From an optimization exercise on the open Yosys and OpenROAD flow, aimed at small area and a short achievable clock period; shortcuts taken in it are not production practice.
Function was checked by simulation only, so behaviour that the tests miss may differ from the original.
No activity file was given, so power comes from the tool's default toggle rates.

==> design/flow/design.v <==
module ddr2_cmd_responder #(
  parameter int BA_BITS      = 3,
  parameter int ADDR_BITS    = 13,
  parameter int DQ_BITS      = 16,
  parameter int DM_BITS      = 2,
  parameter int COL_IDX_BITS = 4
) (
  input  logic                 clk,
  input  logic                 rst,
  input  logic                 cke,
  input  logic                 cs_n,
  input  logic                 ras_n,
  input  logic                 cas_n,
  input  logic                 we_n,
  input  logic [BA_BITS-1:0]   ba,
  input  logic [ADDR_BITS-1:0] addr,
  input  logic [DQ_BITS-1:0]   dq_in,
  input  logic [DM_BITS-1:0]   dm,
  output logic [DQ_BITS-1:0]   dq_out,
  output logic                 dq_oe,
  output logic                 ready,
  output logic                 err,
  output logic [2:0]           err_code
);
  localparam int NBANK  = 1 << BA_BITS;
  localparam int NCOL   = 1 << COL_IDX_BITS;
  localparam int DEPTH  = NBANK * NCOL;
  localparam int BYTE_W = DQ_BITS / DM_BITS;
  logic cmd_v, c_mrs, c_ref, c_pre, c_act, c_rw;
  assign cmd_v = !cs_n && cke;
  assign c_mrs = cmd_v && !ras_n && !cas_n && !we_n;
  assign c_ref = cmd_v && !ras_n && !cas_n &&  we_n;
  assign c_pre = cmd_v && !ras_n &&  cas_n && !we_n;
  assign c_act = cmd_v && !ras_n &&  cas_n &&  we_n;
  assign c_rw  = cmd_v &&  ras_n && !cas_n;           
  logic ba0, mode_ok;
  assign ba0     = (ba == '0);
  assign mode_ok = (addr[6:4] == 3'd3 || addr[6:4] == 3'd4 || addr[6:4] == 3'd5)
                   && (addr[2:1] == 2'b01);
  logic pw_q, wm_q, rdy_q, wpa;
  assign wpa = !pw_q && !wm_q && !rdy_q;
  logic [1:0]       clm2_q;           
  logic             bl8_q;
  logic [NBANK-1:0] open_q;
  logic             busy_q, aact_q, rd_q, bbl8_q;
  logic [1:0]       wait_q;
  logic [2:0]       beat_q;
  logic [BA_BITS-1:0]      bank_q;
  logic [COL_IDX_BITS-1:0] start_q;
  logic             err_q;
  logic [2:0]       code_q;
  logic             rv_q;             
  logic [NBANK-1:0] rbank_q;          
  logic [NBANK-1:0][DM_BITS-1:0] wbank_q;   
  logic [NCOL-1:0]  col_q;            
  logic [DQ_BITS-1:0] wdata_q;
  logic             dq_oe_q;
  logic [DQ_BITS-1:0] dq_out_q;
  logic open_ba;
  assign open_ba = open_q[ba];
  logic e_ninit, e_mode, e_ref, e_act, e_closed, e_ovl, new_err;
  logic [2:0] new_code;
  assign e_ninit  = (c_ref || c_act || c_rw) && !rdy_q;
  assign e_mode   = c_mrs && ba0 && !mode_ok;
  assign e_ref    = c_ref && rdy_q && (|open_q);
  assign e_act    = c_act && rdy_q && open_ba;
  assign e_closed = c_rw && rdy_q && !open_ba;
  assign e_ovl    = c_rw && rdy_q && open_ba && busy_q;
  assign new_err  = e_ninit || e_mode || e_ref || e_act || e_closed || e_ovl;
  assign new_code = {e_ref || e_closed || e_ovl,
                     e_mode || e_act || e_ovl,
                     e_ninit || e_act || e_closed};
  logic accept, aev, last;
  logic [COL_IDX_BITS-1:0] mask, bcol;
  assign accept = c_rw && rdy_q && open_ba && !busy_q;
  assign aev    = aact_q && (wait_q == 2'd0);
  assign last   = (beat_q[1:0] == 2'b11) && (beat_q[2] || !bbl8_q);
  assign mask   = bbl8_q ? COL_IDX_BITS'(7) : COL_IDX_BITS'(3);
  assign bcol   = (start_q & ~mask) | ((start_q + COL_IDX_BITS'(beat_q)) & mask);
  always_ff @(posedge clk) begin
    if (rst) begin
      pw_q    <= 1'b1;
      wm_q    <= 1'b0;
      rdy_q   <= 1'b0;
      clm2_q  <= 2'd1;
      bl8_q   <= 1'b0;
      open_q  <= '0;
      busy_q  <= 1'b0;
      aact_q  <= 1'b0;
      err_q   <= 1'b0;
      code_q  <= 3'd0;
    end else begin
      pw_q  <= pw_q && !cke;
      wm_q  <= (wm_q && !(c_mrs && ba0)) || (wpa && c_pre && addr[10]);
      rdy_q <= rdy_q || (wm_q && c_mrs && ba0);
      if (c_mrs && ba0 && mode_ok) begin
        clm2_q <= 2'(addr[6:4] - 3'd2);
        bl8_q  <= addr[0];
      end
      for (int b = 0; b < NBANK; b++) begin
        if (c_pre && (addr[10] || ba == BA_BITS'(b))) open_q[b] <= 1'b0;
        else if (c_act && rdy_q && ba == BA_BITS'(b)) open_q[b] <= 1'b1;
      end
      if (!busy_q) begin
        busy_q <= accept;
        aact_q <= accept;
      end else begin
        if (aev && last) aact_q <= 1'b0;
        if ((aev && last && !rd_q) || !aact_q) busy_q <= 1'b0;
      end
      if (!err_q) begin
        err_q  <= new_err;
        code_q <= new_code;
      end
    end
  end
  always_ff @(posedge clk) begin
    if (!busy_q) begin
      rd_q    <= we_n;
      bank_q  <= ba;
      start_q <= addr[COL_IDX_BITS-1:0];
      bbl8_q  <= bl8_q;
      wait_q  <= clm2_q;
      beat_q  <= 3'd0;
    end else if (aact_q) begin
      if (wait_q != 2'd0) wait_q <= wait_q - 2'd1;
      else                beat_q <= beat_q + 3'd1;
    end
  end
  always_ff @(posedge clk) begin
    rv_q    <= aev && rd_q && !rst;
    for (int b = 0; b < NBANK; b++) begin
      rbank_q[b] <= aev && rd_q && !rst && bank_q == BA_BITS'(b);
      for (int y = 0; y < DM_BITS; y++)
        wbank_q[b][y] <= aev && !rd_q && !rst && bank_q == BA_BITS'(b) && !dm[y];
    end
    for (int c = 0; c < NCOL; c++) col_q[c] <= (bcol == COL_IDX_BITS'(c));
    wdata_q <= dq_in;
  end
  logic [DEPTH-1:0][DQ_BITS-1:0] mem_q;
  logic [DQ_BITS-1:0] rdat;
  always_ff @(posedge clk) begin
    for (int w = 0; w < DEPTH; w++)
      for (int y = 0; y < DM_BITS; y++)
        if (wbank_q[w / NCOL][y] && col_q[w % NCOL])
          mem_q[w][y*BYTE_W +: BYTE_W] <= wdata_q[y*BYTE_W +: BYTE_W];
  end
  always_comb begin
    rdat = '0;
    for (int w = 0; w < DEPTH; w++)
      if (rbank_q[w / NCOL] && col_q[w % NCOL]) rdat = rdat | mem_q[w];
  end
  always_ff @(posedge clk) begin
    if (rst) begin
      dq_oe_q  <= 1'b0;
      dq_out_q <= '0;
    end else begin
      dq_oe_q  <= rv_q;
      dq_out_q <= rdat;
    end
  end
  assign dq_out   = dq_out_q;
  assign dq_oe    = dq_oe_q;
  assign ready    = rdy_q;
  assign err      = err_q;
  assign err_code = code_q;
endmodule
==> design/flow/run.sh <==
#!/bin/bash
# synth_recipe.tcl (not shown) runs the flow's synth.tcl, then flattens the netlist and writes it again
# the make line also repeats each setting of config.mk as NAME=value (left out here)
make -C /OpenROAD-flow-scripts/flow DESIGN_CONFIG=/design/flow/config.mk WORK_HOME=/design/flow/orfs CLKGATE_MAP_FILE= SYNTH_SCRIPT=/design/flow/synth_recipe.tcl finish
==> design/flow/config.mk <==
export PLATFORM = sky130hd
export DESIGN_NAME = ddr2_cmd_responder
export DESIGN_NICKNAME = ddr2_cmd_responder
export VERILOG_FILES = /design/flow/design.v
export SDC_FILE = /design/flow/constraint.sdc
export NUM_CORES = 4
export LEC_CHECK = 0
export CAP_MARGIN = 20
export CORE_MARGIN = 2
export CORE_UTILIZATION = 50
export PLACE_DENSITY = 0.6
export SLEW_MARGIN = 20
==> design/flow/constraint.sdc <==
create_clock -name core_clock -period 5.5 [get_ports {clk}]
set_input_delay 1.1000 -clock core_clock [delete_from_list [all_inputs] [get_ports {clk}]]
set_output_delay 1.1000 -clock core_clock [all_outputs]
set_load 0.01 [all_outputs]
==> impl_metrics.ini, run 1 <==
[outcome]
status = no timing/DRC/antenna violations

[timing]
slew-limit-headroom = 0.120
rsz0062_at_grt = false
slew_viol_final = 0
hold_ws_ps = 439
worstMarginPinSlew_ps = 1290
max_freq_mhz = 273
final-setup-viol-count = 0
fin_crit_sh = 0.666
hold_violations = 0
setup_tns_ps = 0
finalCriticalPeriod_ps = 3660
skew_ps = 35.6

[power]
clkPwrFrac = 0.431
peakVddDrop_v = 0.000355
internal_power_w = 0.0261
combPwrFrac = 0.017
p_seq_frac = 0.551
power.switching_w = 0.00683
leakagePower_nw = 26.8
power.total_w = 0.0329
switching_share = 0.207
power.density_nw_per_um2 = 367

[final_layout]
final_common_cell = edfxtp_1
area_delta_synth_final_pct = 12.2
fin_area_um2 = 89600
fin_nets = 4779
instances_no_fill = 6996
drive_gt1_frac = 0.0946
most-common-layout-cells = edfxtp_1, a22oi_1, and2_1

[global_routing]
grt_max_degree = 87
grt_use_total = 0.362
grt_antenna_before_repair = 9
grt_pass1_vias = 46631
grt_first_pass_wirelength_mm = 401
grt-ovfl-total = 0

[critical_path]
r2r_end = dq_out_q[2]$_SDFF_PP0_
rrSetupSlack_ps = 1840
worstReg2RegStart = col_q[12]$_DFF_P_
cp-end-kind = flop
worstRegToRegCells = 6
setup.worst_path.class = reg -> reg
crit_arrival_ps = 4300
crit_path_start_kind = flop
required_ps = 6140
crit_fanout = 25

[place]
dp_cells = 6596
postPlaceCellArea_um2 = 82900
dp_hpwl_mm = 185
place.gp.congestion = 1.00
port_buffers = 57

[worst_hold_path]
min_path_type = reg -> reg
holdPathStages = 0
holdPathEnd = bbl8_q$_DFFE_PN_
hp-start = bl8_q$_SDFFE_PP0P_

[floorplan]
die_w_um = 404
dieArea_um2 = 163000
dieHeight_um = 404
pin_count = 63
core-area_um2 = 159000
start_util = 0.504
row_count = 146

[yosys]
synth_edf_count = 2059
yosysTopAreaCellShare = 0.774
ys.flop_type = edfxtp_1
async_flop_share = 0
synthTopCellsByArea = edfxtp_1, a22oi_1, dfxtp_1
synth_area_um2 = 79900
syn-mean-instance-area_um2 = 17.0
synth-seq-cells = 2156
yosys.area.top_type = edfxtp_1
synth.distinct_cells = 65
synth.yosys.seq_area_share = 0.798
syn_inst = 4701
synth_warnings = 1
synth_nets = 4746

[clock_tree]
postCtsHoldBufs = 0
root_buffer = clkbuf_16
path_clk_slew_ps = 60
clockBufferDepth = 3
insertion_delay_ps = 860
cts_setup_buffers = 0
cts_tree = done
cts_made_buffers = 208
clock_sinks = 2156
htreeDepth = 4
post_cts_resized = 0

[drt]
drt_pre_antenna_iters = 8
drt-initial-drc-count = 9175
vias_per_cell = 7.16
drcViolationCount = 0
drtAntennaViolNets = 0
routedWlPerCell_um = 42.5
wirelength_mm = 298
vias = 50105

[run]
maxCapViolCount = 0
state kept, by name, indices dropped and copies added (netlist names), 3 cells and up:
signal / cells
mem_q: 2048
col_q: 16
dq_out_q: 16
wbank_q: 16
wdata_q: 16
open_q: 8
rbank_q: 8
start_q: 4
bank_q: 3
beat_q: 3
code_q: 3
worst max-delay path, cell delays in order, from the launching register on:
cell and delay (ps):
dfxtp_4 480, a222oi_1 980, nor2_1 190, nor3_1 350, o2111ai_1 360, nor4_1 760
a41oi_1 320
layer usage:
metal / GRT usage / wire [um]
met1: 0.475 / 103000
met2: 0.543 / 133000
met4: 0.257 / 25700
met5: 0 / 51
met3: 0.0734 / 35800
logic make-up after synthesis:
group                    after synthesis  synth area share
AND/OR/NAND/NOR                      832            0.0582
XOR/XNOR                               5          0.000548
adder cells (fa/ha/maj)                4          0.000721
flip-flops                          2156             0.798
buffers and inverters                383            0.0183
multiplexers                           6           0.00110
AO/OA/AOI/OAI                       1315             0.123
cell usage after synthesis, types with 41 or more instances:
cell and count:
a21oi_1 135, clkbuf_1 255, o22ai_1 104, nor2_1 84, nand4_1 60, buf_1 83
a22oi_1 675, a32oi_1 52, a222oi_1 41, dfxtp_1 97, nand3_1 213, a221oi_1 47
nor4_1 48, edfxtp_1 2059, a22o_1 84, a31oi_1 48, nand2_1 46, and2_1 270
worst max path at each step:
stage | to | slack, ps | depth (start not counted) | start
final | dq_out_q[2]$_SDFF_PP0_ | 1840 | 6 | col_q[12]$_DFF_P_
after global routing | dq_out_q[2]$_SDFF_PP0_ | 1880 | 6 | col_q[12]$_DFF_P_
after CTS | dq_out_q[2]$_SDFF_PP0_ | 1850 | 6 | col_q[12]$_DFF_P_
after detailed placement | dq_out_q[2]$_SDFF_PP0_ | 1920 | 6 | col_q[12]$_DFF_P_
after global placement | dq_out_q[2]$_SDFF_PP0_ | 1960 | 6 | col_q[12]$_DFF_P_
after floorplan | code_q[2]$_SDFFE_PP0N_ | 2770 | 7 | ba[0]
cell type report:
class	instances	area, um2
clock buffer	302	5900
timing repair buffer	173	1630
clock inverter	91	793
fill	12180	68900
tap	2072	2590
inverter	33	124
sequential	2156	63900
antenna	7	17.5
multi-input combinational	2162	14600
stage by stage:
step / setup slack [ps] / util
after floorplan: 2770 / -
after global placement: 1960 / 0.523
after detailed placement: 1920 / 0.523
after CTS: 1850 / 0.565
after global routing: 1880 / 0.565
final: 1840 / 0.565
power by group through the flow:
stage / clock (W) / sequential (W) / combinational, W
2_1_floorplan: 0 / 0.0185 / 0.000215
3_3_place_gp: 0 / 0.0185 / 0.000543
3_5_place_dp: 0 / 0.0185 / 0.000551
4_1_cts: 0.0142 / 0.0181 / 0.000552
5_1_grt: 0.0148 / 0.0181 / 0.000579
6_report: 0.0142 / 0.0182 / 0.000568
==> inputs of run 2 (changes only) <==
--- a/design/flow/design.v
+++ b/design/flow/design.v
@@ -52,5 +52,5 @@
   logic             rv_q;             
-  logic [NBANK-1:0] rbank_q;          
-  logic [NBANK-1:0][DM_BITS-1:0] wbank_q;   
-  logic [NCOL-1:0]  col_q;            
+  logic [NBANK-1:0] rbank_n;          
+  logic [NBANK-1:0][DM_BITS-1:0] wbank_n;   
+  logic [NCOL-1:0]  col_n;            
   logic [DQ_BITS-1:0] wdata_q;
@@ -132,7 +132,7 @@
     for (int b = 0; b < NBANK; b++) begin
-      rbank_q[b] <= aev && rd_q && !rst && bank_q == BA_BITS'(b);
+      rbank_n[b] <= !(aev && rd_q && !rst && bank_q == BA_BITS'(b));
       for (int y = 0; y < DM_BITS; y++)
-        wbank_q[b][y] <= aev && !rd_q && !rst && bank_q == BA_BITS'(b) && !dm[y];
-    end
-    for (int c = 0; c < NCOL; c++) col_q[c] <= (bcol == COL_IDX_BITS'(c));
+        wbank_n[b][y] <= !(aev && !rd_q && !rst && bank_q == BA_BITS'(b) && !dm[y]);
+    end
+    for (int c = 0; c < NCOL; c++) col_n[c] <= (bcol != COL_IDX_BITS'(c));
     wdata_q <= dq_in;
@@ -140,13 +140,45 @@
   logic [DEPTH-1:0][DQ_BITS-1:0] mem_q;
+  logic [DEPTH-1:0]              rsel;
+  logic [DEPTH-1:0][DM_BITS-1:0] wen;
+  for (genvar w = 0; w < DEPTH; w++) begin : g_word
+    ddr2_nor2 u_rs (.a(rbank_n[w / NCOL]), .b(col_n[w % NCOL]), .y(rsel[w]));
+    for (genvar y = 0; y < DM_BITS; y++) begin : g_byte
+      ddr2_nor2 u_we (.a(wbank_n[w / NCOL][y]), .b(col_n[w % NCOL]), .y(wen[w][y]));
+      always_ff @(posedge clk)
+        if (wen[w][y]) mem_q[w][y*BYTE_W +: BYTE_W] <= wdata_q[y*BYTE_W +: BYTE_W];
+    end
+  end
+  localparam int N1 = (DEPTH + 2) / 3;       
+  localparam int N2 = (N1 + 3) / 4;          
+  localparam int N3 = (N2 + 3) / 4;          
   logic [DQ_BITS-1:0] rdat;
-  always_ff @(posedge clk) begin
-    for (int w = 0; w < DEPTH; w++)
-      for (int y = 0; y < DM_BITS; y++)
-        if (wbank_q[w / NCOL][y] && col_q[w % NCOL])
-          mem_q[w][y*BYTE_W +: BYTE_W] <= wdata_q[y*BYTE_W +: BYTE_W];
-  end
-  always_comb begin
-    rdat = '0;
-    for (int w = 0; w < DEPTH; w++)
-      if (rbank_q[w / NCOL] && col_q[w % NCOL]) rdat = rdat | mem_q[w];
+  for (genvar b = 0; b < DQ_BITS; b++) begin : g_bit
+    logic [N1-1:0] l1;
+    logic [N2-1:0] l2;
+    logic [N3-1:0] l3;
+    for (genvar g = 0; g < N1; g++) begin : g_l1
+      if (3*g + 2 < DEPTH) begin : g_3
+        ddr2_aoi222 u (.a0(rsel[3*g]),   .b0(mem_q[3*g][b]),
+                       .a1(rsel[3*g+1]), .b1(mem_q[3*g+1][b]),
+                       .a2(rsel[3*g+2]), .b2(mem_q[3*g+2][b]), .y(l1[g]));
+      end else begin : g_2
+        ddr2_aoi22 u (.a0(rsel[3*g]),   .b0(mem_q[3*g][b]),
+                      .a1(rsel[3*g+1]), .b1(mem_q[3*g+1][b]), .y(l1[g]));
+      end
+    end
+    for (genvar g = 0; g < N2; g++) begin : g_l2
+      if (4*g + 3 < N1) begin : g_4
+        ddr2_nand4 u (.a(l1[4*g]), .b(l1[4*g+1]), .c(l1[4*g+2]), .d(l1[4*g+3]), .y(l2[g]));
+      end else begin : g_3
+        ddr2_nand3 u (.a(l1[4*g]), .b(l1[4*g+1]), .c(l1[4*g+2]), .y(l2[g]));
+      end
+    end
+    for (genvar g = 0; g < N3; g++) begin : g_l3
+      if (4*g + 3 < N2) begin : g_4
+        ddr2_nor4 u (.a(l2[4*g]), .b(l2[4*g+1]), .c(l2[4*g+2]), .d(l2[4*g+3]), .y(l3[g]));
+      end else begin : g_3
+        ddr2_nor3 u (.a(l2[4*g]), .b(l2[4*g+1]), .c(l2[4*g+2]), .y(l3[g]));
+      end
+    end
+    assign rdat[b] = !(&l3);
   end
@@ -167 +199,22 @@
 endmodule
+module ddr2_nor2 (input logic a, b, output logic y);
+  assign y = !(a || b);
+endmodule
+module ddr2_aoi222 (input logic a0, b0, a1, b1, a2, b2, output logic y);
+  assign y = !((a0 && b0) || (a1 && b1) || (a2 && b2));
+endmodule
+module ddr2_aoi22 (input logic a0, b0, a1, b1, output logic y);
+  assign y = !((a0 && b0) || (a1 && b1));
+endmodule
+module ddr2_nand4 (input logic a, b, c, d, output logic y);
+  assign y = !(a && b && c && d);
+endmodule
+module ddr2_nand3 (input logic a, b, c, output logic y);
+  assign y = !(a && b && c);
+endmodule
+module ddr2_nor4 (input logic a, b, c, d, output logic y);
+  assign y = !(a || b || c || d);
+endmodule
+module ddr2_nor3 (input logic a, b, c, output logic y);
+  assign y = !(a || b || c);
+endmodule
--- a/design/flow/config.mk
+++ b/design/flow/config.mk
@@ -11,2 +11,5 @@
 export PLACE_DENSITY = 0.6
+export SETUP_SLACK_MARGIN = 3.0
 export SLEW_MARGIN = 20
+export SYNTH_HIERARCHICAL = 1
+export SYNTH_MINIMUM_KEEP_SIZE = 0
==> run 2 against run 1 <==
Effect of this change: clock skew up 35 ps; global-route usage fell by 9.7 points; count of clock-buffer cells in the layout decreased by 34; still clean on timing, DRC and antenna; sequential power hardly changed; via count decreased by 16%; worst hold slack better by 2.1 ps; critical path type unchanged.
==> impl_metrics.ini, run 2 <==
[yosys]
synth_nets = 3712
async_flop_share = 0
synth-seq-cells = 2156
synth_warnings = 7
syn_inst = 3667
synth_edf_count = 2059
synth_area_um2 = 75000
synthTopCellsByArea = edfxtp_1, a222oi_1, dfxtp_1
synth.distinct_cells = 47
synth_most_common_cell = edfxtp_1
syn-mean-instance-area_um2 = 20.5
synthTopCellsByCount = edfxtp_1, a222oi_1, nor2_1, nand4_1, dfxtp_1
yosysTopAreaCellShare = 0.824
yosys.area.top_type = edfxtp_1
synth.yosys.seq_area_share = 0.850
ys.flop_type = edfxtp_1

[timing]
setup_tns_ps = 0
finalCriticalPeriod_ps = 2750
fin_crit_sh = 0.501
slew-limit-headroom = 0.263
hold_violations = 0
slew_viol_final = 0
skew_ps = 70.8
max_freq_mhz = 363
final-setup-viol-count = 0
rsz0062_at_grt = true
worstMarginPinSlew_ps = 1110

[power]
switching_share = 0.200
power.switching_w = 0.00645
peakVddDrop_v = 0.000359
combPwrFrac = 0.010
internal_power_w = 0.0258
power.density_nw_per_um2 = 367
clkPwrFrac = 0.429
p_seq_frac = 0.561
leakagePower_nw = 27.2

[clock_tree]
cts_tree = done
cts_made_buffers = 205
insertion_delay_ps = 860
htreeDepth = 4
clockBufferDepth = 3
root_buffer = clkbuf_16
path_clk_slew_ps = 60
clock_sinks = 2156

[critical_path]
setup.worst_path.class = reg -> reg
crit_path_start_kind = flop
crit_arrival_ps = 3420
cp-end-kind = flop
rrSetupSlack_ps = 2750
crit_fanout = 7
required_ps = 6170

[worst_hold_path]
min_path_type = reg -> reg

[drt]
vias_per_cell = 6.59
drtAntennaViolNets = 0
drcViolationCount = 0
wirelength_mm = 205
drt_pre_antenna_iters = 10
drt-initial-drc-count = 7388
vias = 42090
routedWlPerCell_um = 32.1

[final_layout]
most-common-layout-cells = edfxtp_1, a222oi_1, nor2_1
nFillCells = 10962
largest_register = mem_q
n_antenna_cell = 0
fin_area_um2 = 87900
instances_no_fill = 6388
fin_nets = 4240
drive_gt1_frac = 0.175
area_delta_synth_final_pct = 17.2
final_common_cell = edfxtp_1
final_util = 0.589
largest_reg_flops = 2048

[place]
postPlaceCellArea_um2 = 79300
place.gp.congestion = 0.859
dp_hpwl_mm = 125
port_buffers = 57
dp_cells = 5886

[floorplan]
core-area_um2 = 149000
start_util = 0.502
die_w_um = 391
dieHeight_um = 391
row_count = 142
pin_count = 63
dieArea_um2 = 153000

[outcome]
status = no timing/DRC/antenna violations

[global_routing]
grt_first_pass_wirelength_mm = 288
grt_use_total = 0.265
grt-ovfl-total = 0
grt_pass1_vias = 40488
grt_antenna_before_repair = 5
grt_max_degree = 85

[run]
maxCapViolCount = 0
-- run 2: cell count changes after synthesis, moves of 126 or more --
cell      change
a21oi_1     -126
a222oi_1    +631
a22oi_1     -673
and2_1      -266
clkbuf_1    -247
nand3_1     -188
nor2_1      +325
-- run 2: cells by family after synthesis --
| group | share of synthesized area |
|---|---|
| compound gates | 0.0978 |
| mux | 0.000584 |
| simple gates | 0.0491 |
| fa+ha+maj | 0.000767 |
| xor+xnor | 0.000584 |
| buf+inv | 0.000951 |
| flops | 0.850 |
-- run 2: final timing paths --
check	start	end	depth (start not counted)
worst min register to register	bl8_q$_SDFFE_PP0P_	bbl8_q$_DFFE_PN_	0
worst max register to register	col_n[12]$_DFF_P_	dq_out_q[4]$_SDFF_PP0_	8
worst max-delay path	col_n[12]$_DFF_P_	dq_out_q[4]$_SDFF_PP0_	8
worst min-delay path	bl8_q$_SDFFE_PP0P_	bbl8_q$_DFFE_PN_	0
-- run 2: critical path, cell delays in order (launching register included) --
cell	delay, ps
dfxtp_4	520
buf_6	160
nor2_4	30
buf_6	140
buf_8	120
a222oi_1	480
nand4_1	440
nor4_4	490
a31oi_2	160
-- run 2: power groups by stage --
stage | Sequential (W) | Combinational [W] | Clock, W
floorplan | 0.0185 | 0.0000293 | 0
global placement | 0.0185 | 0.000255 | 0
detailed placement | 0.0185 | 0.000262 | 0
CTS | 0.0181 | 0.000313 | 0.0140
global route | 0.0181 | 0.000336 | 0.0147
finish | 0.0181 | 0.000323 | 0.0139
-- run 2: layout make-up --
| cell class | instances | area [um2] | area share |
|---|---|---|---|
| flip-flops and latches | 2156 | 64000 | 0.727 |
| multi-input cells | 1492 | 11600 | 0.132 |
| clock buffers | 268 | 5520 | 0.0628 |
| repair buffers | 331 | 3090 | 0.0351 |
| well taps | 2016 | 2520 | 0.0287 |
| clock inverters | 116 | 1150 | 0.0131 |
| inverters | 9 | 33.8 | 0.000384 |
-- run 2: what timing repair did --
item	CTS	global route
pin swaps	145	87
gates resized for setup	297	32
cloned	4	1
buffers inserted	88	25
hold buffers	0	0
endpoints found under the setup margin	38	24
-- run 2: through the flow --
stage	power, W	hold slack, ps	setup WS [ps]
3_3_place_gp	0.0187	413	2070
3_5_place_dp	0.0188	431	1930
2_1_floorplan	0.0185	408	3040
6_report	0.0323	442	2750
4_1_cts	0.0325	444	2850
5_1_grt	0.0331	461	2740
-- run 2: per-layer routing --
| layer | up-vias | share of wire | global-route usage |
|---|---|---|---|
| li1 | 17734 | - | - |
| met5 | - | 0 | 0 |
| met1 | 21811 | 0.39 | 0.375 |
| met2 | 2240 | 0.48 | 0.421 |
| met3 | 305 | 0.096 | 0.0475 |
| met4 | 0 | 0.031 | 0.0880 |
-- run 2: Yosys stat by module, one instance, submodules excluded --
| module | flops+latches | times used |
|---|---|---|
| ddr2_aoi222 | 0 | 672 |
| ddr2_nand4 | 0 | 160 |
| ddr2_nor3 | 0 | 16 |
| ddr2_nor4 | 0 | 32 |
| ddr2_nor2 | 0 | 384 |
| ddr2_aoi22 | 0 | 16 |
| ddr2_nand3 | 0 | 16 |
| ddr2_cmd_responder | 2156 | 1 |
==> inputs of run 3 (changes only) <==
--- a/design/flow/config.mk
+++ b/design/flow/config.mk
@@ -10,2 +10,4 @@
 export CORE_UTILIZATION = 50
+export CTS_CLUSTER_DIAMETER = 60
+export CTS_CLUSTER_SIZE = 26
 export PLACE_DENSITY = 0.6
==> run 3 against run 2 <==
Effect of this change: still clean on timing, DRC and antenna; non-clock buffer count grew 10; sequential share of layout area increased by 1.6 points; final cell count fell by 2.0%; utilization decreased by 1.2 points; clock power decreased by about 20%; wire length decreased by 0.46%; fmax rose by 1.4%; worst hold slack better by 15 ps; first-iteration DRC count fell by 0.47%; clock skew shrank 31 ps; critical endpoint is now dq_out_q[1]$_SDFF_PP0_; largest power group unchanged.
==> impl_metrics.ini, run 3 <==
[outcome]
status = no timing/DRC/antenna violations

[worst_hold_path]
holdPathStages = 0
holdPathEnd = bbl8_q$_DFFE_PN_
hp-start = bl8_q$_SDFFE_PP0P_
min_path_type = reg -> reg

[timing]
worstMarginPinSlew_ps = 1120
rsz0062_at_grt = true
finalCriticalPeriod_ps = 2720
slew_viol_final = 0
hold_violations = 0
slew-limit-headroom = 0.255
skew_ps = 39.7
setup_tns_ps = 0
final-setup-viol-count = 0
fin_crit_sh = 0.494
max_freq_mhz = 368
hold_ws_ps = 456

[yosys]
synth_nets = 3712
yosysTopAreaCellShare = 0.824
synth_edf_count = 2059
synth.distinct_cells = 47
synth-seq-cells = 2156
synth_warnings = 7
synthTopCellsByArea = edfxtp_1, a222oi_1, dfxtp_1
syn-mean-instance-area_um2 = 20.5
async_flop_share = 0
synth_area_um2 = 75000
synth.yosys.seq_area_share = 0.850
yosys.area.top_type = edfxtp_1
synth_most_common_cell = edfxtp_1
ys.flop_type = edfxtp_1
syn_inst = 3667
synthTopCellsByCount = edfxtp_1, a222oi_1, nor2_1, nand4_1, dfxtp_1

[power]
p_seq_frac = 0.613
power.switching_w = 0.00612
internal_power_w = 0.0234
power.density_nw_per_um2 = 343
peakVddDrop_v = 0.000338
leakagePower_nw = 26.3
switching_share = 0.207
clkPwrFrac = 0.376
combPwrFrac = 0.011

[critical_path]
crit_path_start_kind = flop
r2r_end = dq_out_q[1]$_SDFF_PP0_
setup.worst_path.class = reg -> reg
worstReg2RegStart = col_n[6]$_DFF_P_
rrSetupSlack_ps = 2780
cp-end-kind = flop
required_ps = 6110
crit_fanout = 7
crit_arrival_ps = 3330
startpoint = col_n[6]$_DFF_P_
worstRegToRegCells = 8

[clock_tree]
path_clk_slew_ps = 100
root_buffer = clkbuf_16
clockBufferDepth = 3
cts_tree = done
clock_sinks = 2156
cts_made_buffers = 133
htreeDepth = 4
insertion_delay_ps = 790

[floorplan]
pin_count = 63
dieArea_um2 = 153000
die_w_um = 391
row_count = 142
core-area_um2 = 149000
dieHeight_um = 391
start_util = 0.502

[final_layout]
most-common-layout-cells = edfxtp_1, a222oi_1, nor2_1
instances_no_fill = 6259
area_delta_synth_final_pct = 14.8
drive_gt1_frac = 0.168
largest_reg_flops = 2048
largest_register = mem_q
final_common_cell = edfxtp_1
fin_nets = 4178

[place]
dp_cells = 5886
dp_hpwl_mm = 125
port_buffers = 57
place.gp.congestion = 0.859

[drt]
vias_per_cell = 6.67
routedWlPerCell_um = 32.6
drcViolationCount = 0
vias = 41754
drt-initial-drc-count = 7353
drtAntennaViolNets = 0
drt_pre_antenna_iters = 7
wirelength_mm = 204

[global_routing]
grt-ovfl-total = 0
grt_max_degree = 85
grt_pass1_vias = 39690
grt_first_pass_wirelength_mm = 285
grt_use_total = 0.263
grt_antenna_before_repair = 3

[run]
maxCapViolCount = 0
[run 3: what timing repair did]
item | in CTS | in global routing
pin swaps | 135 | 88
cloned | 4 | 2
hold buffers | 0 | 0
setup buffers | 97 | 25
setup endpoints to repair | 39 | 27
gates resized for setup | 269 | 48
[run 3: critical path: stages, from the launching register on]
cell      delay (ps)
dfxtp_4          450
buf_12           130
nor2_2            40
buf_6            130
clkbuf_4         180
a222oi_1         390
nand4_1          480
nor4_4           540
a31oi_1          190
[run 3: layout make-up]
class	count	area (um2)
diodes	5	12.5
clock buffers	147	3500
clock inverters	93	1200
fillers	11122	63300
inverters	9	33.8
multi-input cells	1492	11700
flip-flops and latches	2156	64000
well taps	2016	2520
repair buffers	341	3210
[run 3: worst max-delay path by stage]
| stage | endpoint | slack [ps] | cells past startpoint |
|---|---|---|---|
| global placement | dq_out_q[2]$_SDFF_PP0_ | 2070 | 5 |
| floorplan | code_q[1]$_SDFFE_PP0N_ | 3040 | 3 |
| global route | dq_out_q[7]$_SDFF_PP0_ | 2790 | 9 |
| finish | dq_out_q[1]$_SDFF_PP0_ | 2780 | 8 |
| detailed placement | dq_out_q[2]$_SDFF_PP0_ | 1930 | 5 |
| CTS | dq_out_q[1]$_SDFF_PP0_ | 2790 | 7 |
[run 3: cell families after synthesis]
group                    Yosys count  share of synthesized area
AO/OA/AOI/OAI                    749                     0.0978
XOR/XNOR                           5                   0.000584
flip-flops                      2156                      0.850
buffers and inverters             19                   0.000951
AND/OR/NAND/NOR                  730                     0.0491
multiplexers                       4                   0.000584
adder cells (fa/ha/maj)            4                   0.000767
[run 3: Yosys stat by module (local to each module, per instance)]
| module | cells inside | area [um2] | copies in the design | flops+latches |
|---|---|---|---|---|
| ddr2_nor4 | 1 | 12.5 | 32 | 0 |
| ddr2_nor3 | 1 | 10.0 | 16 | 0 |
| ddr2_nand3 | 1 | 5.00 | 16 | 0 |
| ddr2_nor2 | 1 | 3.75 | 384 | 0 |
| ddr2_nand4 | 1 | 6.26 | 160 | 0 |
| ddr2_aoi22 | 1 | 12.5 | 16 | 0 |
| ddr2_cmd_responder | 2371 | 65000 | 1 | 2156 |
| ddr2_aoi222 | 1 | 10.0 | 672 | 0 |
[run 3: per-stage QoR]
step / worst slack (ps) / total power [W] / area, um2 / utilization
5_1_grt: 2790 / 0.0303 / 86100 / 0.576
3_5_place_dp: 1930 / 0.0188 / 79300 / 0.531
3_3_place_gp: 2070 / 0.0187 / 79300 / 0.531
4_1_cts: 2790 / 0.0297 / 85700 / 0.573
2_1_floorplan: 3040 / 0.0185 / 75000 / -
6_report: 2780 / 0.0295 / 86100 / 0.576
[run 3: power by group through the flow]
| stage | logic (W) | registers [W] | clock network (W) |
|---|---|---|---|
| global route | 0.000345 | 0.0181 | 0.0118 |
| global placement | 0.000255 | 0.0185 | 0 |
| finish | 0.000332 | 0.0181 | 0.0111 |
| detailed placement | 0.000262 | 0.0185 | 0 |
| floorplan | 0.0000293 | 0.0185 | 0 |
| CTS | 0.000319 | 0.0181 | 0.0112 |
[run 3: per-layer routing]
metal | wire length [um] | vias to the layer above | global-route usage
li1 | - | 17554 | -
met2 | 97600 | 2255 | 0.416
met1 | 80100 | 21659 | 0.373
met4 | 6910 | 0 | 0.0886
met5 | 0 | - | 0
met3 | 19300 | 286 | 0.0428
==> inputs of run 4 (changes only) <==
--- a/design/flow/design.v
+++ b/design/flow/design.v
@@ -52,5 +52,5 @@
   logic             rv_q;             
-  logic [NBANK-1:0] rbank_n;          
   logic [NBANK-1:0][DM_BITS-1:0] wbank_n;   
   logic [NCOL-1:0]  col_n;            
+  logic [DEPTH-1:0] rsel;             
   logic [DQ_BITS-1:0] wdata_q;
@@ -132,3 +132,2 @@
     for (int b = 0; b < NBANK; b++) begin
-      rbank_n[b] <= !(aev && rd_q && !rst && bank_q == BA_BITS'(b));
       for (int y = 0; y < DM_BITS; y++)
@@ -137,2 +136,4 @@
     for (int c = 0; c < NCOL; c++) col_n[c] <= (bcol != COL_IDX_BITS'(c));
+    for (int w = 0; w < DEPTH; w++)
+      rsel[w] <= aev && rd_q && !rst && bank_q == BA_BITS'(w / NCOL) && bcol == COL_IDX_BITS'(w % NCOL);
     wdata_q <= dq_in;
@@ -140,6 +141,4 @@
   logic [DEPTH-1:0][DQ_BITS-1:0] mem_q;
-  logic [DEPTH-1:0]              rsel;
   logic [DEPTH-1:0][DM_BITS-1:0] wen;
   for (genvar w = 0; w < DEPTH; w++) begin : g_word
-    ddr2_nor2 u_rs (.a(rbank_n[w / NCOL]), .b(col_n[w % NCOL]), .y(rsel[w]));
     for (genvar y = 0; y < DM_BITS; y++) begin : g_byte
==> run 4 against run 3 <==
Effect of this change: still clean on timing, DRC and antenna; die area grew 3.3%; wire length grew 3.4%; critical path depth shrank 2; critical path type unchanged; largest cell class unchanged; highest routed layer unchanged.
==> impl_metrics.ini, run 4 <==
[global_routing]
grt_first_pass_wirelength_mm = 294
grt_use_total = 0.264
grt_pass1_vias = 39699
grt_max_degree = 91
grt-ovfl-total = 0
grt_antenna_before_repair = 9

[clock_tree]
cts_made_buffers = 134
cts_tree = done
path_clk_slew_ps = 90
clockBufferDepth = 3
root_buffer = clkbuf_16
htreeDepth = 4
clock_sinks = 2276
postCtsHoldBufs = 0
insertion_delay_ps = 810

[yosys]
synthTopCellsByArea = edfxtp_1, a222oi_1, dfxtp_1
yosysTopAreaCellShare = 0.798
synth.distinct_cells = 44
syn-mean-instance-area_um2 = 20.4
synth_edf_count = 2059
syn_inst = 3795
synth_most_common_cell = edfxtp_1
synth-seq-cells = 2276
synth.yosys.seq_area_share = 0.854
yosys.area.top_type = edfxtp_1
synth_area_um2 = 77500
ys.flop_type = edfxtp_1
synth_warnings = 7
synth_nets = 3840
async_flop_share = 0
synthTopCellsByCount = edfxtp_1, a222oi_1, nor2_1, dfxtp_1, nand4_1

[critical_path]
required_ps = 6150
slowest_delay_ps = 680
worstReg2RegStart = rsel[33]$_DFF_P_
cp_slowest_cell = nor4_4
cp-end-kind = flop
r2r_end = dq_out_q[2]$_SDFF_PP0_
cpMostUsedCell = buf_6
setup.worst_path.class = reg -> reg
rrSetupSlack_ps = 2900
crit_path_start_kind = flop
crit_fanout = 7
crit_arrival_ps = 3260
worstRegToRegCells = 6
path_cells = buf_6 > buf_6 > a222oi_1 > nand4_1 > nor4_4 > a31oi_1

[timing]
fin_crit_sh = 0.473
setup_ws_ps = 2900
rsz0062_at_grt = true
skew_ps = 35.3
setup_tns_ps = 0
finalCriticalPeriod_ps = 2600
final-setup-viol-count = 0
slew-limit-headroom = 0.176
max_freq_mhz = 384
slew_viol_final = 0
worstMarginPinSlew_ps = 1240
hold_violations = 0

[final_layout]
most-common-layout-cells = edfxtp_1, a222oi_1, nor2_1
area_delta_synth_final_pct = 11.7
drive_gt1_frac = 0.125
multi_input_area_um2 = 11600
largest_reg_flops = 2048
nFillCells = 11630
fin_area_um2 = 86600
fin_nets = 4096
regArea_um2 = 66400
top_regs = mem_q (2048), rsel (128)
final_common_cell = edfxtp_1
final_util = 0.562
largest_register = mem_q

[floorplan]
row_count = 144
dieHeight_um = 398
core-area_um2 = 154000
die_w_um = 398
start_util = 0.503
pin_count = 63
dieArea_um2 = 158000

[drt]
drt-initial-drc-count = 8079
vias_per_cell = 6.77
routedWlPerCell_um = 34.0
wirelength_mm = 211
drt_pre_antenna_iters = 10
drcViolationCount = 0
drtAntennaViolNets = 0
vias = 42000

[power]
peakVddDrop_v = 0.000314
clkPwrFrac = 0.370
power.switching_w = 0.00629
p_seq_frac = 0.620
leakagePower_nw = 26.1
power.density_nw_per_um2 = 354
internal_power_w = 0.0243
switching_share = 0.205
power.total_w = 0.0306
combPwrFrac = 0.010

[worst_hold_path]
min_path_type = reg -> reg
holdPathEnd = pw_q$_SDFF_PP1_
hp-start = pw_q$_SDFF_PP1_
holdPathStages = 1

[place]
pre_cts_ws_ps = 2000
place.gp.congestion = 0.835
postPlaceCellArea_um2 = 81000
dp_hpwl_mm = 130
port_buffers = 57

[run]
maxCapViolCount = 0

[outcome]
status = no timing/DRC/antenna violations
-- run 4: stage by stage --
| step | std cells | hold WS (ps) |
|---|---|---|
| after floorplan | 3795 | 408 |
| after global placement | 5925 | 451 |
| after detailed placement | 5927 | 460 |
| after CTS | 6183 | 481 |
| after global routing | 6202 | 513 |
| final | 6204 | 477 |
-- run 4: modules after synthesis, one instance, submodules excluded --
module / flip-flops and latches / cells
ddr2_aoi22: 0 / 1
ddr2_nand4: 0 / 1
ddr2_nor2: 0 / 1
ddr2_nor4: 0 / 1
ddr2_nand3: 0 / 1
ddr2_cmd_responder: 2276 / 2627
ddr2_nor3: 0 / 1
ddr2_aoi222: 0 / 1
-- run 4: per-layer routing --
metal	track usage	vias up	routed length, um
met5	0	-	0
met1	0.382	21890	83300
met2	0.412	2370	99100
li1	-	17474	-
met3	0.0511	266	22300
met4	0.0765	0	5980
-- run 4: worst max-delay path: cells and delay by family, from the launching register on --
kind | cells | cell delay, ps
AND/OR/NAND/NOR | 2 | 1230
buffers and inverters | 2 | 250
AO/OA/AOI/OAI | 2 | 570
flip-flops | 1 | 390
-- run 4: layout make-up --
class,count,share of cell area
sequential,2276,0.766
multi-input combinational,1487,0.134
clock buffer,162,0.0437
tap,2044,0.0295
timing repair buffer,142,0.0149
clock inverter,81,0.0111
inverter,10,0.000433
antenna,2,0.0000578
-- run 4: how the worst max path moves through the flow --
| stage | slack, ps | cells after the start | start | endpoint |
|---|---|---|---|---|
| 6_report | 2900 | 6 | rsel[33]$_DFF_P_ | dq_out_q[2]$_SDFF_PP0_ |
| 5_1_grt | 2890 | 5 | rsel[24]$_DFF_P_ | dq_out_q[11]$_SDFF_PP0_ |
| 4_1_cts | 2610 | 4 | rsel[14]$_DFF_P_ | dq_out_q[7]$_SDFF_PP0_ |
| 3_5_place_dp | 2000 | 5 | ba[0] | code_q[0]$_SDFFE_PP0N_ |
| 3_3_place_gp | 2020 | 5 | ba[0] | code_q[0]$_SDFFE_PP0N_ |
| 2_1_floorplan | 3030 | 5 | ba[0] | code_q[0]$_SDFFE_PP0N_ |
-- run 4: cell families after synthesis --
family	Yosys count	synth area share
buf+inv	32	0.00160
flops	2276	0.854
fa+ha+maj	4	0.000743
simple gates	721	0.0473
compound gates	751	0.0945
xor+xnor	5	0.000759
mux	6	0.00113
-- run 4: power by group through the flow --
stage / combinational [W] / clock, W / sequential (W)
final: 0.000304 / 0.0113 / 0.0190
after global routing: 0.000314 / 0.0121 / 0.0190
after CTS: 0.000284 / 0.0115 / 0.0190
after floorplan: 0.0000374 / 0 / 0.0194
after global placement: 0.000266 / 0 / 0.0194
after detailed placement: 0.000277 / 0 / 0.0194
-- run 4: timing repair --
| action | 4_1_cts | 5_1_grt |
|---|---|---|
| setup buffers | 13 | 17 |
| resized for setup | 177 | 54 |
| pin swaps | 49 | 55 |
| endpoints found under the setup margin | 162 | 120 |
==> inputs of run 5 (changes only) <==
--- a/design/flow/design.v
+++ b/design/flow/design.v
@@ -50,2 +50,3 @@
   logic             err_q;
+  logic             ready_o, err_o;   
   logic [2:0]       code_q;
@@ -91,2 +92,4 @@
       code_q  <= 3'd0;
+      ready_o <= 1'b0;
+      err_o   <= 1'b0;
     end else begin
@@ -95,2 +98,4 @@
       rdy_q <= rdy_q || (wm_q && c_mrs && ba0);
+      ready_o <= ready_o || (wm_q && c_mrs && ba0);
+      err_o   <= err_o || new_err;
       if (c_mrs && ba0 && mode_ok) begin
@@ -194,4 +199,4 @@
   assign dq_oe    = dq_oe_q;
-  assign ready    = rdy_q;
-  assign err      = err_q;
+  assign ready    = ready_o;
+  assign err      = err_o;
   assign err_code = code_q;
==> run 5 against run 4 <==
Effect of this change: fmax shrank 3.9%; die area grew 0.16%; largest power group unchanged; global-route usage grew 0.14 points; largest cell class unchanged; still clean on timing, DRC and antenna; critical path depth shrank 2; total power shrank 1.0%; clock power is essentially flat; via count grew 0.74%; first-iteration DRC count grew 4.8%; utilization shrank 0.15 points.
==> impl_metrics.ini, run 5 <==
[critical_path]
crit_fanout = 6
rrSetupSlack_ps = 2790
crit_arrival_ps = 3360
worstRegToRegCells = 4
r2r_end = dq_out_q[9]$_SDFF_PP0_
setup.worst_path.class = reg -> reg
cp-end-kind = flop
required_ps = 6150
worstReg2RegStart = rsel[39]$_DFF_P_
crit_path_start_kind = flop

[global_routing]
grt_use_total = 0.265
grt_max_degree = 82
grt_antenna_before_repair = 4
grt_pass1_vias = 40020
grt-ovfl-total = 0
grt_first_pass_wirelength_mm = 297

[clock_tree]
postCtsHoldBufs = 0
clock_sinks = 2278
root_buffer = clkbuf_16
insertion_delay_ps = 820
cts_made_buffers = 133
path_clk_slew_ps = 90
clockBufferDepth = 3
cts_tree = done
htreeDepth = 4

[drt]
vias_per_cell = 6.81
vias = 42312
drt_pre_antenna_iters = 9
drcViolationCount = 0
routedWlPerCell_um = 34.2
drtAntennaViolNets = 0
wirelength_mm = 212
drt-initial-drc-count = 8466

[power]
leakagePower_nw = 25.9
peakVddDrop_v = 0.000310
clkPwrFrac = 0.363
combPwrFrac = 0.009
switching_share = 0.208
power.switching_w = 0.00631
power.density_nw_per_um2 = 351
internal_power_w = 0.0240
p_seq_frac = 0.627

[final_layout]
most-common-layout-cells = edfxtp_1, a222oi_1, nor2_1
largest_register = mem_q
top_regs = mem_q (2048), rsel (128)
final_common_cell = edfxtp_1
fin_nets = 4097
final_util = 0.561
area_delta_synth_final_pct = 11.3
drive_gt1_frac = 0.118
largest_reg_flops = 2048

[timing]
worstMarginPinSlew_ps = 1190
finalCriticalPeriod_ps = 2710
slew_viol_final = 0
final-setup-viol-count = 0
fin_crit_sh = 0.493
skew_ps = 40.4
slew-limit-headroom = 0.206
hold_violations = 0
max_freq_mhz = 369
rsz0062_at_grt = true
setup_tns_ps = 0

[yosys]
synth_most_common_cell = edfxtp_1
async_flop_share = 0
syn_inst = 3816
synth_nets = 3861
synthTopCellsByCount = edfxtp_1, a222oi_1, nor2_1, dfxtp_1, nand4_1
ys.flop_type = edfxtp_1
synth_warnings = 7
synth_edf_count = 2059
synth.yosys.seq_area_share = 0.853
synthTopCellsByArea = edfxtp_1, a222oi_1, dfxtp_1
synth.distinct_cells = 49
synth_area_um2 = 77600
syn-mean-instance-area_um2 = 20.3
yosys.area.top_type = edfxtp_1
synth-seq-cells = 2278
yosysTopAreaCellShare = 0.797

[floorplan]
core-area_um2 = 154000
row_count = 144
dieHeight_um = 398
dieArea_um2 = 158000
pin_count = 63
start_util = 0.504
die_w_um = 398

[outcome]
status = no timing/DRC/antenna violations

[worst_hold_path]
hp-start = ready_o$_SDFF_PP0_
holdPathEnd = ready_o$_SDFF_PP0_
min_path_type = reg -> reg
holdPathStages = 2

[place]
dp_hpwl_mm = 130
port_buffers = 57
place.gp.congestion = 0.841

[run]
maxCapViolCount = 0
==> run 5: changes by cell type in the layout (fill, tap and decap cells not counted), sizes merged, moves of 4 or more <==
cell / previous run / this run
a211oi: 7 / 3
o21ai: 4 / 10
inv: 48 / 52
buf: 100 / 85
clkbuf: 162 / 158
a21o: 6 / 2
nor3: 24 / 20
nand2b: 7 / 3
clkinv: 32 / 41
==> run 5: power groups by stage <==
stage	clock, W	combinational [W]	sequential (W)
floorplan	0	0.0000371	0.0194
global placement	0	0.000260	0.0194
detailed placement	0	0.000270	0.0194
CTS	0.0112	0.000275	0.0190
global route	0.0118	0.000291	0.0190
finish	0.0110	0.000284	0.0190
==> run 5: logic make-up after synthesis <==
logic type / synth area share
flip-flops: 0.853
AO/OA/AOI/OAI: 0.0946
AND/OR/NAND/NOR: 0.0478
buffers and inverters: 0.00214
multiplexers: 0.000790
XOR/XNOR: 0.000758
adder cells (fa/ha/maj): 0.000742
==> run 5: Yosys stat by module (local to each module, per instance) <==
module / times used / flops+latches / cells / cell area [um2]
ddr2_cmd_responder: 1 / 2278 / 2648 / 68100
ddr2_nor3: 16 / 0 / 1 / 10.0
ddr2_nand4: 160 / 0 / 1 / 6.26
ddr2_nor2: 256 / 0 / 1 / 3.75
ddr2_nor4: 32 / 0 / 1 / 12.5
ddr2_aoi222: 672 / 0 / 1 / 10.0
ddr2_nand3: 16 / 0 / 1 / 5.00
ddr2_aoi22: 16 / 0 / 1 / 12.5
==> run 5: area by class of cell <==
type,instances,area (um2)
sequential,2278,66400
antenna,1,2.50
clock inverter,91,956
clock buffer,157,3580
tap,2044,2560
fill,11630,67700
timing repair buffer,129,1080
multi-input combinational,1498,11800
inverter,12,45.0
==> run 5: what timing repair did <==
item                                    CTS  global route
pin swaps                                83            34
endpoints found under the setup margin  161           126
buffers inserted                         29             4
resized for setup                       193            29
==> run 5: critical path, cell delays in order (launching register included) <==
cell	delay, ps
dfxtp_4	390
a222oi_1	540
nand4_1	690
nor4_4	700
a31oi_2	210
==> run 5: worst max path at each step <==
| stage | from | slack, ps | end |
|---|---|---|---|
| 4_1_cts | rsel[85]$_DFF_P_ | 2750 | dq_out_q[14]$_SDFF_PP0_ |
| 2_1_floorplan | ba[0] | 3090 | err_q$_SDFF_PP0_ |
| 6_report | rsel[39]$_DFF_P_ | 2790 | dq_out_q[9]$_SDFF_PP0_ |
| 3_3_place_gp | ba[0] | 2140 | err_o$_SDFF_PP0_ |
| 3_5_place_dp | ba[0] | 2100 | err_q$_SDFF_PP0_ |
| 5_1_grt | rsel[36]$_DFF_P_ | 2770 | dq_out_q[13]$_SDFF_PP0_ |
==> run 5: layer usage <==
metal / share of wire / vias to the layer above / global-route usage
met5: 0.000038 / - / 0
met4: 0.029 / 2 / 0.0785
met3: 0.11 / 282 / 0.0545
met2: 0.47 / 2344 / 0.407
met1: 0.40 / 22161 / 0.386
li1: - / 17523 / -
==> run 5: per-stage QoR <==
| stage | instance area [um2] | hold WS (ps) | setup WS, ps | total power, W | std cells |
|---|---|---|---|---|---|
| final | 86400 | 467 | 2790 | 0.0303 | 6210 |
| after global routing | 86400 | 487 | 2770 | 0.0311 | 6209 |
| after CTS | 86200 | 467 | 2750 | 0.0305 | 6205 |
| after detailed placement | 81000 | 446 | 2100 | 0.0197 | 5928 |
| after global placement | 81000 | 444 | 2140 | 0.0197 | 5927 |
| after floorplan | 77600 | 408 | 3090 | 0.0194 | 3816 |
==> inputs of run 6 (changes only) <==
--- a/design/flow/config.mk
+++ b/design/flow/config.mk
@@ -9,7 +9,7 @@
 export CORE_MARGIN = 2
-export CORE_UTILIZATION = 50
+export CORE_UTILIZATION = 55
 export CTS_CLUSTER_DIAMETER = 60
 export CTS_CLUSTER_SIZE = 26
-export PLACE_DENSITY = 0.6
-export SETUP_SLACK_MARGIN = 3.0
+export PLACE_DENSITY = 0.65
+export SETUP_SLACK_MARGIN = 3.25
 export SLEW_MARGIN = 20
==> run 6 against run 5 <==
Effect of this change: first-iteration DRC count up 4.8%; area after synthesis stayed put; final area rose by 2.0%; clock skew is 4.1 ps lower; worst hold slack got worse by 36 ps; count of clock-buffer cells in the layout shrank 2; via count up 1.1%; wire length fell by 0.87%; critical path type unchanged; largest cell class unchanged.
==> impl_metrics.ini, run 6 <==
[timing]
max_freq_mhz = 385
slew_viol_final = 0
finalCriticalPeriod_ps = 2600
worstMarginPinSlew_ps = 1240
skew_ps = 36.3
hold_ws_ps = 431
rsz0062_at_grt = true
final-setup-viol-count = 0
fin_crit_sh = 0.473
slew-limit-headroom = 0.176
setup_tns_ps = 0
hold_violations = 0

[drt]
vias_per_cell = 7.00
vias = 42763
drt-initial-drc-count = 8871
drt_pre_antenna_iters = 9
routedWlPerCell_um = 34.5
drcViolationCount = 0
wirelength_mm = 211
drtAntennaViolNets = 0

[yosys]
yosys.area.top_type = edfxtp_1
yosysTopAreaCellShare = 0.797
ys.flop_type = edfxtp_1
synthTopCellsByArea = edfxtp_1, a222oi_1, dfxtp_1
synth.yosys.seq_area_share = 0.853
syn-mean-instance-area_um2 = 20.3
synth_most_common_cell = edfxtp_1
syn_inst = 3816
synth-seq-cells = 2278
async_flop_share = 0
synth.distinct_cells = 49
synth-compound-area-share = 0.0946
synth_warnings = 7
synth_nets = 3861
synthTopCellsByCount = edfxtp_1, a222oi_1, nor2_1, dfxtp_1, nand4_1
synth_top_family_by_area = compound AO/OA/AOI/OAI gates
synthMuxAreaShare = 0.000790
synthSimpleGateAreaFrac = 0.0478
synth_edf_count = 2059
synth_area_um2 = 77600
synth_xor_area_frac = 0.000758
synth-adder-area-share = 0.000742

[final_layout]
final_common_cell = edfxtp_1
area_delta_synth_final_pct = 13.5
largest_reg_flops = 2048
fin_nets = 4165
largest_register = mem_q
top_regs = mem_q (2048), rsel (128)
nFillCells = 9446
drive_gt1_frac = 0.170
most-common-layout-cells = edfxtp_1, a222oi_1, nor2_1

[floorplan]
core-area_um2 = 140000
row_count = 137
dieHeight_um = 380
start_util = 0.556
die_w_um = 380
pin_count = 63
dieArea_um2 = 144000

[global_routing]
grt-ovfl-total = 0
grt_pass1_vias = 39760
grt_max_degree = 82
grt_first_pass_wirelength_mm = 291
grt_antenna_before_repair = 5
grt_use_total = 0.283

[power]
power.density_nw_per_um2 = 347
peakVddDrop_v = 0.000271
leakagePower_nw = 26.7

[critical_path]
setup.worst_path.class = reg -> reg
crit_fanout = 6
cp-end-kind = flop
required_ps = 6140
crit_arrival_ps = 3240
crit_path_start_kind = flop
rrSetupSlack_ps = 2900

[clock_tree]
clockBufferDepth = 3
cts_tree = done
htreeDepth = 4
insertion_delay_ps = 810
root_buffer = clkbuf_16
cts_made_buffers = 132
clock_sinks = 2278
path_clk_slew_ps = 90

[place]
place.gp.congestion = 0.854
port_buffers = 57
dp_hpwl_mm = 128

[worst_hold_path]
min_path_type = reg -> reg

[outcome]
status = no timing/DRC/antenna violations

[run]
maxCapViolCount = 0
[run 6: Yosys stat by module (local to each module, per instance)]
module	cells	flops+latches	times used	area (um2)
ddr2_nor3	1	0	16	10.0
ddr2_aoi22	1	0	16	12.5
ddr2_cmd_responder	2648	2278	1	68100
ddr2_nand4	1	0	160	6.26
ddr2_nand3	1	0	16	5.00
ddr2_aoi222	1	0	672	10.0
ddr2_nor4	1	0	32	12.5
ddr2_nor2	1	0	256	3.75
[run 6: layout make-up]
type,instances,area [um2],share of cell area
antenna,1,2.50,0.0000284
clock buffer,155,3590,0.0407
clock inverter,90,1060,0.0120
inverter,12,45.0,0.000511
multi-input combinational,1500,12500,0.142
sequential,2278,66500,0.755
tap,1876,2350,0.0266
timing repair buffer,196,2090,0.0237
[run 6: cells by family (layout without fill, tap and decap cells)]
family / count (synthesis) / in the layout
AND/OR/NAND/NOR: 729 / 731
AO/OA/AOI/OAI: 754 / 754
multiplexers: 6 / 6
XOR/XNOR: 5 / 5
adder cells (fa/ha/maj): 4 / 4
other: 0 / 1
flip-flops: 2278 / 2278
buffers and inverters: 40 / 453
[run 6: routing by layer]
layer  GRT usage  up-vias  wire (um)
li1            -    17667          -
met1       0.409    22002      79600
met2       0.436     2756      98500
met3      0.0502      332      24300
met4       0.107        6       8120
met5           0        -         47
[run 6: final timing paths]
path,from,end,cells past startpoint
max reg2reg,rsel[56]$_DFF_P_,dq_out_q[12]$_SDFF_PP0_,5
min reg2reg,bl8_q$_SDFFE_PP0P_,bbl8_q$_DFFE_PN_,0
min,bl8_q$_SDFFE_PP0P_,bbl8_q$_DFFE_PN_,0
max,rsel[56]$_DFF_P_,dq_out_q[12]$_SDFF_PP0_,5
[run 6: where the power goes]
part	switching [W]	internal, W	total, W
registers	0.000170	0.0188	0.0190
clock network	0.00584	0.00537	0.0112
logic	0.000266	0.0000777	0.000344
[run 6: critical path, stage by stage, from the launching register on]
cell	delay [ps]
dfxtp_4	380
buf_4	150
a222oi_1	540
nand4_1	450
nor4_4	700
a31oi_4	210
[run 6: per-stage QoR]
step | util | cells | power [W] | worst slack (ps) | instance area (um2)
floorplan | - | 3816 | 0.0194 | 3210 | 77700
global placement | 0.578 | 5756 | 0.0197 | 2040 | 80800
detailed placement | 0.578 | 5758 | 0.0197 | 2080 | 80800
CTS | 0.622 | 6064 | 0.0306 | 2740 | 86900
global route | 0.631 | 6107 | 0.0313 | 2940 | 88100
finish | 0.631 | 6108 | 0.0305 | 2900 | 88100
[run 6: repair_timing]
item                       CTS  global route
pin swaps                  149           154
hold buffers                 0             0
buffers inserted            59            38
gates resized for setup    356           215
setup endpoints to repair  196           190
cloned                       2             5
==> inputs of run 7 (changes only) <==
--- a/design/flow/design.v
+++ b/design/flow/design.v
@@ -53,2 +53,4 @@
   logic             rv_q;             
+  logic             rv2_q;            
+  logic [DQ_BITS-1:0] rdat_q;         
   logic [NBANK-1:0][DM_BITS-1:0] wbank_n;   
@@ -113,3 +115,3 @@
         if (aev && last) aact_q <= 1'b0;
-        if ((aev && last && !rd_q) || !aact_q) busy_q <= 1'b0;
+        if ((aev && last && !rd_q) || (!aact_q && !rv_q)) busy_q <= 1'b0;
       end
@@ -127,3 +129,3 @@
       bbl8_q  <= bl8_q;
-      wait_q  <= clm2_q;
+      wait_q  <= we_n ? clm2_q - 2'd1 : clm2_q;    
       beat_q  <= 3'd0;
@@ -193,5 +195,9 @@
     end else begin
-      dq_oe_q  <= rv_q;
-      dq_out_q <= rdat;
-    end
+      dq_oe_q  <= rv2_q;
+      dq_out_q <= rdat_q;
+    end
+  end
+  always_ff @(posedge clk) begin
+    rv2_q  <= rv_q && !rst;
+    rdat_q <= rst ? '0 : rdat;
   end
--- a/design/flow/config.mk
+++ b/design/flow/config.mk
@@ -9,7 +9,7 @@
 export CORE_MARGIN = 2
-export CORE_UTILIZATION = 55
+export CORE_UTILIZATION = 50
 export CTS_CLUSTER_DIAMETER = 60
 export CTS_CLUSTER_SIZE = 26
-export PLACE_DENSITY = 0.65
-export SETUP_SLACK_MARGIN = 3.25
+export PLACE_DENSITY = 0.6
+export SETUP_SLACK_MARGIN = 3.0
 export SLEW_MARGIN = 20
==> run 7 against run 6 <==
Effect of this change: still clean on timing, DRC and antenna; final cell count up 2.2%; worst hold slack better by 12 ps; sequential share of layout area is 1.3 points higher; final area is 1.4% lower; critical path depth shrank 1; sequential cell count rose by 17; clock power is essentially flat.
==> impl_metrics.ini, run 7 <==
[outcome]
status = no timing/DRC/antenna violations

[final_layout]
most-common-layout-cells = edfxtp_1, a222oi_1, nor2_1
instances_no_fill = 6240
fin_nets = 4114
n_antenna_cell = 0
area_delta_synth_final_pct = 11.3
drive_gt1_frac = 0.121
largest_register = mem_q
final_common_cell = edfxtp_1
fin_area_um2 = 86900
nFillCells = 11819
top_regs = mem_q (2048), rsel (128)
largest_reg_flops = 2048
final_util = 0.558

[yosys]
async_flop_share = 0
ys.flop_type = edfxtp_1
synth_warnings = 7
synth_edf_count = 2059
synth_nets = 3878
synth.yosys.seq_area_share = 0.853
synthTopCellsByCount = edfxtp_1, a222oi_1, nor2_1, dfxtp_1, nand4_1
yosys.area.top_type = edfxtp_1
synth_most_common_cell = edfxtp_1
syn-mean-instance-area_um2 = 20.4
yosysTopAreaCellShare = 0.792
synth-seq-cells = 2295
syn_inst = 3833
synthTopCellsByArea = edfxtp_1, a222oi_1, dfxtp_1
synth.distinct_cells = 57
synth_area_um2 = 78100

[timing]
slew-limit-headroom = 0.214
rsz0062_at_grt = true
finalCriticalPeriod_ps = 2580
skew_ps = 27.3
setup_ws_ps = 2920
setup_tns_ps = 0
slew_viol_final = 0
hold_violations = 0
max_freq_mhz = 388
fin_crit_sh = 0.469
final-setup-viol-count = 0
worstMarginPinSlew_ps = 1180

[clock_tree]
path_clk_slew_ps = 90
root_buffer = clkbuf_16
insertion_delay_ps = 810
postCtsHoldBufs = 0
htreeDepth = 4
clockBufferDepth = 3
cts_tree = done
clock_sinks = 2295
cts_made_buffers = 136

[critical_path]
crit_arrival_ps = 3230
path_cells = a222oi_1 > nand4_1 > nor4_4 > a31oi_1
required_ps = 6160
crit_fanout = 16
cp-end-kind = flop
slowest_delay_ps = 730
critical_path_buf_inv_count = 0
path_delay_family = simple AND/OR/NAND/NOR gates
cp_slowest_cell = nor4_4
crit_path_start_kind = flop
setup.worst_path.class = reg -> reg

[floorplan]
start_util = 0.502
die_w_um = 399
pin_count = 63
core-area_um2 = 156000
dieHeight_um = 399
row_count = 145
dieArea_um2 = 159000

[drt]
vias_per_cell = 6.72
vias = 41954
drcViolationCount = 0
drtAntennaViolNets = 0
wirelength_mm = 208
routedWlPerCell_um = 33.3
drt-initial-drc-count = 8063
drt_pre_antenna_iters = 9

[power]
power.density_nw_per_um2 = 355
leakagePower_nw = 26.2
peakVddDrop_v = 0.000257

[place]
port_buffers = 57
postPlaceCellArea_um2 = 81400
pre_cts_ws_ps = 1930
place.gp.congestion = 0.831
dp_hpwl_mm = 129
dp_cells = 5957

[global_routing]
grt-ovfl-total = 0
grt_max_degree = 90
grt_pass1_vias = 39416
grt_first_pass_wirelength_mm = 290
grt_use_total = 0.257
grt_antenna_before_repair = 4

[worst_hold_path]
min_path_type = reg -> reg

[run]
maxCapViolCount = 0
[run 7: changes by cell type in the layout (fill, tap and decap cells not counted), moves of 15 or more]
cell / previous run / this run
buf_6: 55 / 2
nor2_4: 56 / 0
nor2b_1: 7 / 26
dfxtp_4: 55 / 27
nor2_1: 315 / 399
a31oi_1: 4 / 19
nor2_2: 34 / 0
dfxtp_1: 101 / 152
[run 7: worst paths after layout]
path / from / end / slack, ps / cells after the start
max: rsel[5]$_DFF_P_ / rdat_q[4]$_SDFF_PP0_ / 2920 / 4
min: rdat_q[5]$_SDFF_PP0_ / dq_out_q[5]$_SDFF_PP0_ / 440 / 1
max reg2reg: rsel[5]$_DFF_P_ / rdat_q[4]$_SDFF_PP0_ / 2920 / 4
min reg2reg: rdat_q[5]$_SDFF_PP0_ / dq_out_q[5]$_SDFF_PP0_ / 440 / 1
[run 7: metrics by stage]
step	power, W	hold slack [ps]
floorplan	0.0195	408
global placement	0.0198	418
detailed placement	0.0198	416
CTS	0.0310	435
global route	0.0316	457
finish	0.0308	444
[run 7: layout make-up]
type	count	area, um2	area share
multi-input cells	1502	11800	0.136
repair buffers	122	1010	0.0117
clock inverters	96	1110	0.0128
flip-flops and latches	2295	66700	0.768
inverters	12	45.0	0.000518
clock buffers	155	3650	0.0421
well taps	2058	2570	0.0296
[run 7: per-module statistics from Yosys, one instance, submodules excluded]
module	area, um2	cells	flip-flops and latches
ddr2_cmd_responder	68500	2665	2295
ddr2_aoi22	12.5	1	0
ddr2_nor4	12.5	1	0
ddr2_aoi222	10.0	1	0
ddr2_nor3	10.0	1	0
ddr2_nand4	6.26	1	0
ddr2_nand3	5.00	1	0
ddr2_nor2	3.75	1	0
[run 7: routing by layer]
metal | track usage | vias up | wire length, um
met3 | 0.0426 | 269 | 19500
li1 | - | 17584 | -
met5 | 0 | - | 0
met4 | 0.0885 | 0 | 7420
met1 | 0.378 | 21885 | 84000
met2 | 0.395 | 2216 | 97100
[run 7: repair_timing]
| item | in CTS | in global routing |
|---|---|---|
| setup buffers | 12 | 20 |
| setup endpoints to repair | 164 | 104 |
| pin swaps | 42 | 31 |
| gates resized for setup | 160 | 61 |
[run 7: logic make-up after synthesis]
kind of cell	synth area share
XOR/XNOR	0.000978
AND/OR/NAND/NOR	0.0485
multiplexers	0.000785
buffers and inverters	0.00178
AO/OA/AOI/OAI	0.0947
adder cells (fa/ha/maj)	0.000737
flip-flops	0.853
[run 7: report_power, final]
group / internal [W] / switching (W) / total (W)
Sequential: 0.0189 / 0.000172 / 0.0191
Clock: 0.00544 / 0.00596 / 0.0114
Combinational: 0.0000565 / 0.000240 / 0.000297

==> afterwards: timing with drivers on the ports <==
No port has a modelled driver above. Below, the same layouts with a new extraction and two added sets of constraints.
Step 1 (the two cells are an assumption about what drives the block):
set clk [get_ports {clk}]
set_driving_cell -lib_cell sky130_fd_sc_hd__clkbuf_16 $clk
set_driving_cell -lib_cell sky130_fd_sc_hd__buf_2 [delete_from_list [all_inputs] $clk]
Step 2 also shifts input and output timing later by t, the mid clock arrival at the registers, as if the neighbouring blocks saw the same clock.
a / b / c = ideal / step 1 / step 2; a / b = the first two.
run | t (ns) | setup WS [ns] | worst data-port slew with drivers (ns)
run 1 | 0.925 | 1.836 / 1.836 / 1.836 | 0.04
run 2 | 0.904 | 2.745 / 2.745 / 2.275 | 0.07
run 3 | 0.859 | 2.784 / 2.784 / 2.263 | 0.07
run 4 | 0.869 | 2.896 / 2.896 / 2.231 | 0.12
run 5 | 0.879 | 2.790 / 2.790 / 2.360 | 0.04
run 6 | 0.873 | 2.899 / 2.899 / 2.418 | 0.07
run 7 | 0.878 | 2.922 / 2.922 / 2.176 | 0.18
After both steps setup and hold are still met in every run listed. The setup slack of run 7, which loses most, moves by 0.000 ns with the drivers and by -0.746 ns with both steps.
